This is an optimization exercise on Yosys and OpenROAD, whose aim is small area, not a production implementation. Function was checked by simulation only, so behaviour that the tests miss may differ from the original. No activity file was given, so power comes from the tool's default toggle rates.

P:
==> flow/design.v <==
package pifo_pkg;
    localparam int RANK_W   = 16;
    localparam int LEN_W    = 8;
    localparam int ENTRY_W  = RANK_W + LEN_W;   
    localparam int CAPACITY = 30;
    localparam int OCC_W    = 5;
    typedef logic [3:0]  apb_addr_t;
    typedef logic [31:0] apb_data_t;
    localparam apb_addr_t APB_ADDR_PUSH   = 4'h0;
    localparam apb_addr_t APB_ADDR_POP    = 4'h4;
    localparam apb_addr_t APB_ADDR_STATUS = 4'h8;
endpackage
module pifo_ins_bit (
    input  logic i_sel,
    input  logic i_sel_n,
    input  logic i_new,
    input  logic i_prev,
    output logic o_d
);
    assign o_d = (i_sel & i_new) | (i_sel_n & i_prev);
endmodule
module pifo_elim_a (
    input  logic i_nc,
    input  logic i_r,
    input  logic i_any0,
    output logic o_nz,
    output logic o_c
);
    assign o_nz = i_nc | i_r;
    assign o_c = ~(i_nc | (i_r & i_any0));
endmodule
module pifo_elim_b (
    input  logic i_c,
    input  logic i_rn,
    input  logic i_nany0,
    output logic o_nz,
    output logic o_nc
);
    assign o_nz = ~(i_c & i_rn);
    assign o_nc = ~(i_c & (i_rn | i_nany0));
endmodule
module pifo_pick_a (
    input  logic i_seen,
    input  logic i_c,
    output logic o_win_n,
    output logic o_seen_n
);
    assign o_win_n  = ~i_c | i_seen;
    assign o_seen_n = ~(i_seen | i_c);
endmodule
module pifo_pick_b (
    input  logic i_seen_n,
    input  logic i_c,
    output logic o_win_n,
    output logic o_seen
);
    assign o_win_n = ~(i_c & i_seen_n);
    assign o_seen  = ~i_seen_n | i_c;
endmodule
module pifo_read2 (
    input  logic i_win0_n,
    input  logic i_win1_n,
    input  logic i_len0_n,
    input  logic i_len1_n,
    output logic o_len
);
    assign o_len = ~((i_win0_n | i_len0_n) & (i_win1_n | i_len1_n));
endmodule
module pifo_top (
    input  logic                i_clk,
    input  logic                i_arst_n,
    input  logic                i_psel,
    input  logic                i_penable,
    input  logic                i_pwrite,
    input  pifo_pkg::apb_addr_t i_paddr,
    input  pifo_pkg::apb_data_t i_pwdata,
    output pifo_pkg::apb_data_t o_prdata,
    output logic                o_pready,
    output logic                o_pslverr
);
    localparam int N     = pifo_pkg::CAPACITY;
    localparam int EW    = pifo_pkg::ENTRY_W;
    localparam int RW    = pifo_pkg::RANK_W;
    localparam int LW    = pifo_pkg::LEN_W;
    localparam int OW    = pifo_pkg::OCC_W;
    localparam int S1    = 9;       
    localparam int S2    = 2;       
    localparam int GS    = 6;       
    localparam int NI    = N / 2;   
    localparam logic [EW-1:0] INV = EW'(24'hFFAAAA);
    logic [N*EW-1:0] ent_q;
    logic [N-1:0]    vld_q;
    logic [OW-1:0] occ_q;
    logic          rd_wait_q;
    logic          ins_done_q;
    wire setup     = i_psel & ~i_penable;
    wire access    = i_psel & i_penable;
    wire a_push    = (i_paddr == pifo_pkg::APB_ADDR_PUSH);
    wire a_pop     = (i_paddr == pifo_pkg::APB_ADDR_POP);
    wire a_stat    = (i_paddr == pifo_pkg::APB_ADDR_STATUS);
    wire full      = (occ_q == OW'(N));
    wire empty     = (occ_q == '0);
    wire rd_first  = access & ~i_pwrite & ~rd_wait_q;
    wire rd_last   = access & ~i_pwrite & rd_wait_q;
    wire push_ok   = i_pwrite & a_push & ~full;
    wire occ_inc   = access & push_ok;
    wire pop_last  = rd_last & a_pop;
    wire occ_dec   = rd_last & a_pop & ~empty;
    always_ff @(posedge i_clk or negedge i_arst_n) begin
        if (!i_arst_n) begin
            occ_q     <= '0;
            rd_wait_q <= 1'b0;
        end else begin
            rd_wait_q <= rd_first;
            if (occ_inc) begin
                occ_q <= occ_q + OW'(1);
            end else if (occ_dec) begin
                occ_q <= occ_q - OW'(1);
            end
        end
    end
    logic [NI-1:0] free_src;
    logic [NI-1:0] ins_sel;
    logic          ins_try;
    logic          ins_any;
    logic [EW-1:0] ins_data;
    always_comb begin
        for (int j = 0; j < NI; j++) begin
            free_src[j] = ~vld_q[(2*j + N - 1) % N];
        end
    end
    always_comb begin
        logic seen;
        seen = 1'b0;
        for (int j = 0; j < NI; j++) begin
            ins_sel[j] = free_src[j] & ~seen;
            seen       = seen | free_src[j];
        end
    end
    assign ins_try  = i_psel & push_ok & ~(i_penable & ins_done_q);
    assign ins_any  = ins_try & (|free_src);
    assign ins_data = i_pwdata[EW-1:0] ^ INV;
    always_ff @(posedge i_clk) begin
        ins_done_q <= setup & ins_any;
    end
    logic [N-1:0]      cand [RW+1];
    logic [N-1:0]      zero_n [RW];   
    logic [RW-1:0]     any0;
    logic [N-1:0]      m1_q;
    logic [N-1:0]      m2_q;
    logic [RW-1:S1]    hi_q;
    logic [S1-1:S2]    mid_q;
    for (genvar b = RW - 1; b >= 0; b--) begin : g_bit
        localparam bit FORM_B = ((RW - 1 - b) % 2) == 0;
        logic [N-1:0] c_in;
        if (b == S1 - 1) begin : g_s2
            assign c_in = m1_q;
        end else if (b == S2 - 1) begin : g_s3
            assign c_in = m2_q;
        end else if (b == RW - 1) begin : g_s1
            assign c_in = vld_q;
        end else begin : g_mid
            assign c_in = cand[b+1];
        end
        assign any0[b] = ~(&zero_n[b]);
        if (FORM_B) begin : g_b
            for (genvar i = 0; i < N; i++) begin : g_e
                pifo_elim_b cell_i (
                    .i_c     (c_in[i]),
                    .i_rn    (ent_q[i*EW + b]),
                    .i_nany0 (~any0[b]),
                    .o_nz    (zero_n[b][i]),
                    .o_nc    (cand[b][i])
                );
            end
        end else begin : g_a
            for (genvar i = 0; i < N; i++) begin : g_e
                pifo_elim_a cell_i (
                    .i_nc   (c_in[i]),
                    .i_r    (ent_q[i*EW + b]),
                    .i_any0 (any0[b]),
                    .o_nz   (zero_n[b][i]),
                    .o_c    (cand[b][i])
                );
            end
        end
    end
    always_ff @(posedge i_clk) begin
        m1_q  <= {cand[S1][N-2:0], cand[S1][N-1]};   
        hi_q  <= ~any0[RW-1:S1];
        m2_q  <= {cand[S2][N-2:0], cand[S2][N-1]};
        mid_q <= ~any0[S1-1:S2];
    end
    localparam int NG = N / GS;
    logic [N-1:0]  win_n;
    logic [N:0]    seen;      
    logic [NG-1:0] grp_any;
    logic [NG-1:0] grp_seen;
    logic [LW-1:0] len_min;
    always_comb begin
        for (int g = 0; g < NG; g++) begin
            grp_any[g] = |cand[0][g*GS +: GS];
        end
        grp_seen[0] = 1'b0;
        for (int g = 1; g < NG; g++) begin
            grp_seen[g] = grp_seen[g-1] | grp_any[g-1];
        end
    end
    for (genvar i = 0; i < N; i++) begin : g_pick
        logic s_in;
        if ((i % GS) == 0) begin : g_first
            assign s_in = grp_seen[i/GS];
        end else begin : g_next
            assign s_in = seen[i];
        end
        if ((i % 2) == 0) begin : g_a
            pifo_pick_a pick_i (
                .i_seen   (s_in),
                .i_c      (cand[0][i]),
                .o_win_n  (win_n[i]),
                .o_seen_n (seen[i+1])
            );
        end else begin : g_b
            pifo_pick_b pick_i (
                .i_seen_n (s_in),
                .i_c      (cand[0][i]),
                .o_win_n  (win_n[i]),
                .o_seen   (seen[i+1])
            );
        end
    end
    for (genvar k = 0; k < LW; k++) begin : g_len
        logic [N/2-1:0] part;
        for (genvar j = 0; j < N / 2; j++) begin : g_pair
            pifo_read2 read_i (
                .i_win0_n (win_n[2*j]),
                .i_win1_n (win_n[2*j+1]),
                .i_len0_n (ent_q[(2*j)*EW + RW + k]),
                .i_len1_n (ent_q[(2*j+1)*EW + RW + k]),
                .o_len    (part[j])
            );
        end
        assign len_min[k] = |part;
    end
    logic [N*EW-1:0] ent_d;
    logic [NI-1:0]   ins_at;
    assign ins_at = ins_sel & {NI{ins_any}};
    for (genvar i = 0; i < N; i++) begin : g_pos
        localparam int P = (i + N - 1) % N;
        if ((i % 2) == 0) begin : g_ins
            wire sel   = ins_at[i/2];
            wire sel_n = ~ins_at[i/2];
            for (genvar k = 0; k < EW; k++) begin : g_k
                pifo_ins_bit bit_i (
                    .i_sel   (sel),
                    .i_sel_n (sel_n),
                    .i_new   (ins_data[k]),
                    .i_prev  (ent_q[P*EW + k]),
                    .o_d     (ent_d[i*EW + k])
                );
            end
        end else begin : g_pass
            assign ent_d[i*EW +: EW] = ent_q[P*EW +: EW];
        end
    end
    always_ff @(posedge i_clk) begin
        ent_q <= ent_d;
    end
    always_ff @(posedge i_clk or negedge i_arst_n) begin
        if (!i_arst_n) begin
            vld_q <= '0;
        end else begin
            for (int i = 0; i < N; i++) begin
                vld_q[i] <= (vld_q[(i + N - 1) % N] & ~(pop_last & ~win_n[(i + N - 1) % N]))
                          | ((i % 2) == 0 && ins_at[i/2]);
            end
        end
    end
    assign o_pready = access & (i_pwrite | rd_wait_q);
    always_comb begin
        if (i_pwrite) begin
            o_pslverr = ~a_push | full;
            o_prdata  = '1;
        end else if (a_pop) begin
            o_pslverr = empty;
            o_prdata  = empty ? '1 : {8'h00, len_min, hi_q, mid_q, ~any0[S2-1:0]};
        end else if (a_stat) begin
            o_pslverr = 1'b0;
            o_prdata  = {{(32 - OW){1'b0}}, occ_q};
        end else begin
            o_pslverr = 1'b1;
            o_prdata  = '1;
        end
    end
endmodule
Settings: LEC_CHECK=0, CAP_MARGIN=20, CORE_MARGIN=2, CORE_UTILIZATION=40, CTS_BUF_LIST=sky130_fd_sc_hd__clkbuf_16, CTS_CLUSTER_DIAMETER=100, CTS_CLUSTER_SIZE=25, GPL_TIMING_DRIVEN=0, SLEW_MARGIN=20, SYNTH_HIERARCHICAL=1, SYNTH_MINIMUM_KEEP_SIZE=0; clock period 10.0 ns.
run.sh (not shown) runs the stock make flow with config.mk's settings and CLKGATE_MAP_FILE= SYNTH_SCRIPT=/design/flow/synth_recipe.tcl, a recipe that flattens the netlist after the stock synthesis.
Changes in Q relative to P:
--- a/flow/design.v
+++ b/flow/design.v
@@ -83,9 +83,7 @@
     localparam int RW    = pifo_pkg::RANK_W;
     localparam int LW    = pifo_pkg::LEN_W;
     localparam int OW    = pifo_pkg::OCC_W;
-    localparam int S1    = 9;       
-    localparam int S2    = 2;       
-    localparam int GS    = 6;       
+    localparam int SPLIT = 8;       
     localparam int NI    = N / 2;   
     localparam logic [EW-1:0] INV = EW'(24'hFFAAAA);
     logic [N*EW-1:0] ent_q;
@@ -148,15 +146,13 @@
     logic [RW-1:0]     any0;
     logic [N-1:0]      m1_q;
     logic [N-1:0]      m2_q;
-    logic [RW-1:S1]    hi_q;
-    logic [S1-1:S2]    mid_q;
+    logic [SPLIT-1:0]  lo_q;
+    logic [RW-1:SPLIT] hi_q;
     for (genvar b = RW - 1; b >= 0; b--) begin : g_bit
         localparam bit FORM_B = ((RW - 1 - b) % 2) == 0;
         logic [N-1:0] c_in;
-        if (b == S1 - 1) begin : g_s2
+        if (b == SPLIT - 1) begin : g_s2
             assign c_in = m1_q;
-        end else if (b == S2 - 1) begin : g_s3
-            assign c_in = m2_q;
         end else if (b == RW - 1) begin : g_s1
             assign c_in = vld_q;
         end else begin : g_mid
@@ -186,44 +182,27 @@
         end
     end
     always_ff @(posedge i_clk) begin
-        m1_q  <= {cand[S1][N-2:0], cand[S1][N-1]};   
-        hi_q  <= ~any0[RW-1:S1];
-        m2_q  <= {cand[S2][N-2:0], cand[S2][N-1]};
-        mid_q <= ~any0[S1-1:S2];
-    end
-    localparam int NG = N / GS;
+        m1_q <= {cand[SPLIT][N-2:0], cand[SPLIT][N-1]};   
+        hi_q <= ~any0[RW-1:SPLIT];
+        m2_q <= {cand[0][N-2:0], cand[0][N-1]};
+        lo_q <= ~any0[SPLIT-1:0];
+    end
     logic [N-1:0]  win_n;
     logic [N:0]    seen;      
-    logic [NG-1:0] grp_any;
-    logic [NG-1:0] grp_seen;
     logic [LW-1:0] len_min;
-    always_comb begin
-        for (int g = 0; g < NG; g++) begin
-            grp_any[g] = |cand[0][g*GS +: GS];
-        end
-        grp_seen[0] = 1'b0;
-        for (int g = 1; g < NG; g++) begin
-            grp_seen[g] = grp_seen[g-1] | grp_any[g-1];
-        end
-    end
+    assign seen[0] = 1'b0;
     for (genvar i = 0; i < N; i++) begin : g_pick
-        logic s_in;
-        if ((i % GS) == 0) begin : g_first
-            assign s_in = grp_seen[i/GS];
-        end else begin : g_next
-            assign s_in = seen[i];
-        end
         if ((i % 2) == 0) begin : g_a
             pifo_pick_a pick_i (
-                .i_seen   (s_in),
-                .i_c      (cand[0][i]),
+                .i_seen   (seen[i]),
+                .i_c      (m2_q[i]),
                 .o_win_n  (win_n[i]),
                 .o_seen_n (seen[i+1])
             );
         end else begin : g_b
             pifo_pick_b pick_i (
-                .i_seen_n (s_in),
-                .i_c      (cand[0][i]),
+                .i_seen_n (seen[i]),
+                .i_c      (m2_q[i]),
                 .o_win_n  (win_n[i]),
                 .o_seen   (seen[i+1])
             );
@@ -283,7 +262,7 @@
             o_prdata  = '1;
         end else if (a_pop) begin
             o_pslverr = empty;
-            o_prdata  = empty ? '1 : {8'h00, len_min, hi_q, mid_q, ~any0[S2-1:0]};
+            o_prdata  = empty ? '1 : {8'h00, len_min, hi_q, lo_q};
         end else if (a_stat) begin
             o_pslverr = 1'b0;
             o_prdata  = {{(32 - OW){1'b0}}, occ_q};
Findings:
Delta (Q minus P): combinational share of power saw an increase, sum of met3 wire segment lengths after detailed routing saw an increase, global-route usage saw an increase, worst hold slack saw a decrease.
Compared with P, in Q final setup slack of the worst path shows a reduction of 0.17 ns; last weighted congestion value of the routability-driven placer climbed about 2%; post-CTS setup buffer count increased by 5 relative to the old numbers.

[port drivers added, routing unchanged]
The flow's constraints put no driver on any port. The routed layouts listed below were extracted and timed again, unchanged, in two steps.
Step 1 assumes that a clkbuf_16 drives the clock port and a buf_2 every other input.
Step 2 times the ports against the registers' clock, not the clock port: input delays grow and output delays shrink by t, the midpoint of the rising clock arrivals with the driver on.
Three values: no drivers, after step 1, after step 2; two values: the first two.
run | t, ns | setup WS [ns] | hold slack, ns | worst register clock-pin slew, ns | cell pins on the clock port's net
P | 0.655 | 0.389 / 0.326 / 0.408 | 0.344 / 0.344 / 0.344 | 0.10 / 0.10 | 1
Q | 0.670 | 0.218 / 0.218 / 0.218 | 0.333 / 0.333 / 0.333 | 0.11 / 0.11 | 1
After both steps every run listed still meets setup and hold.
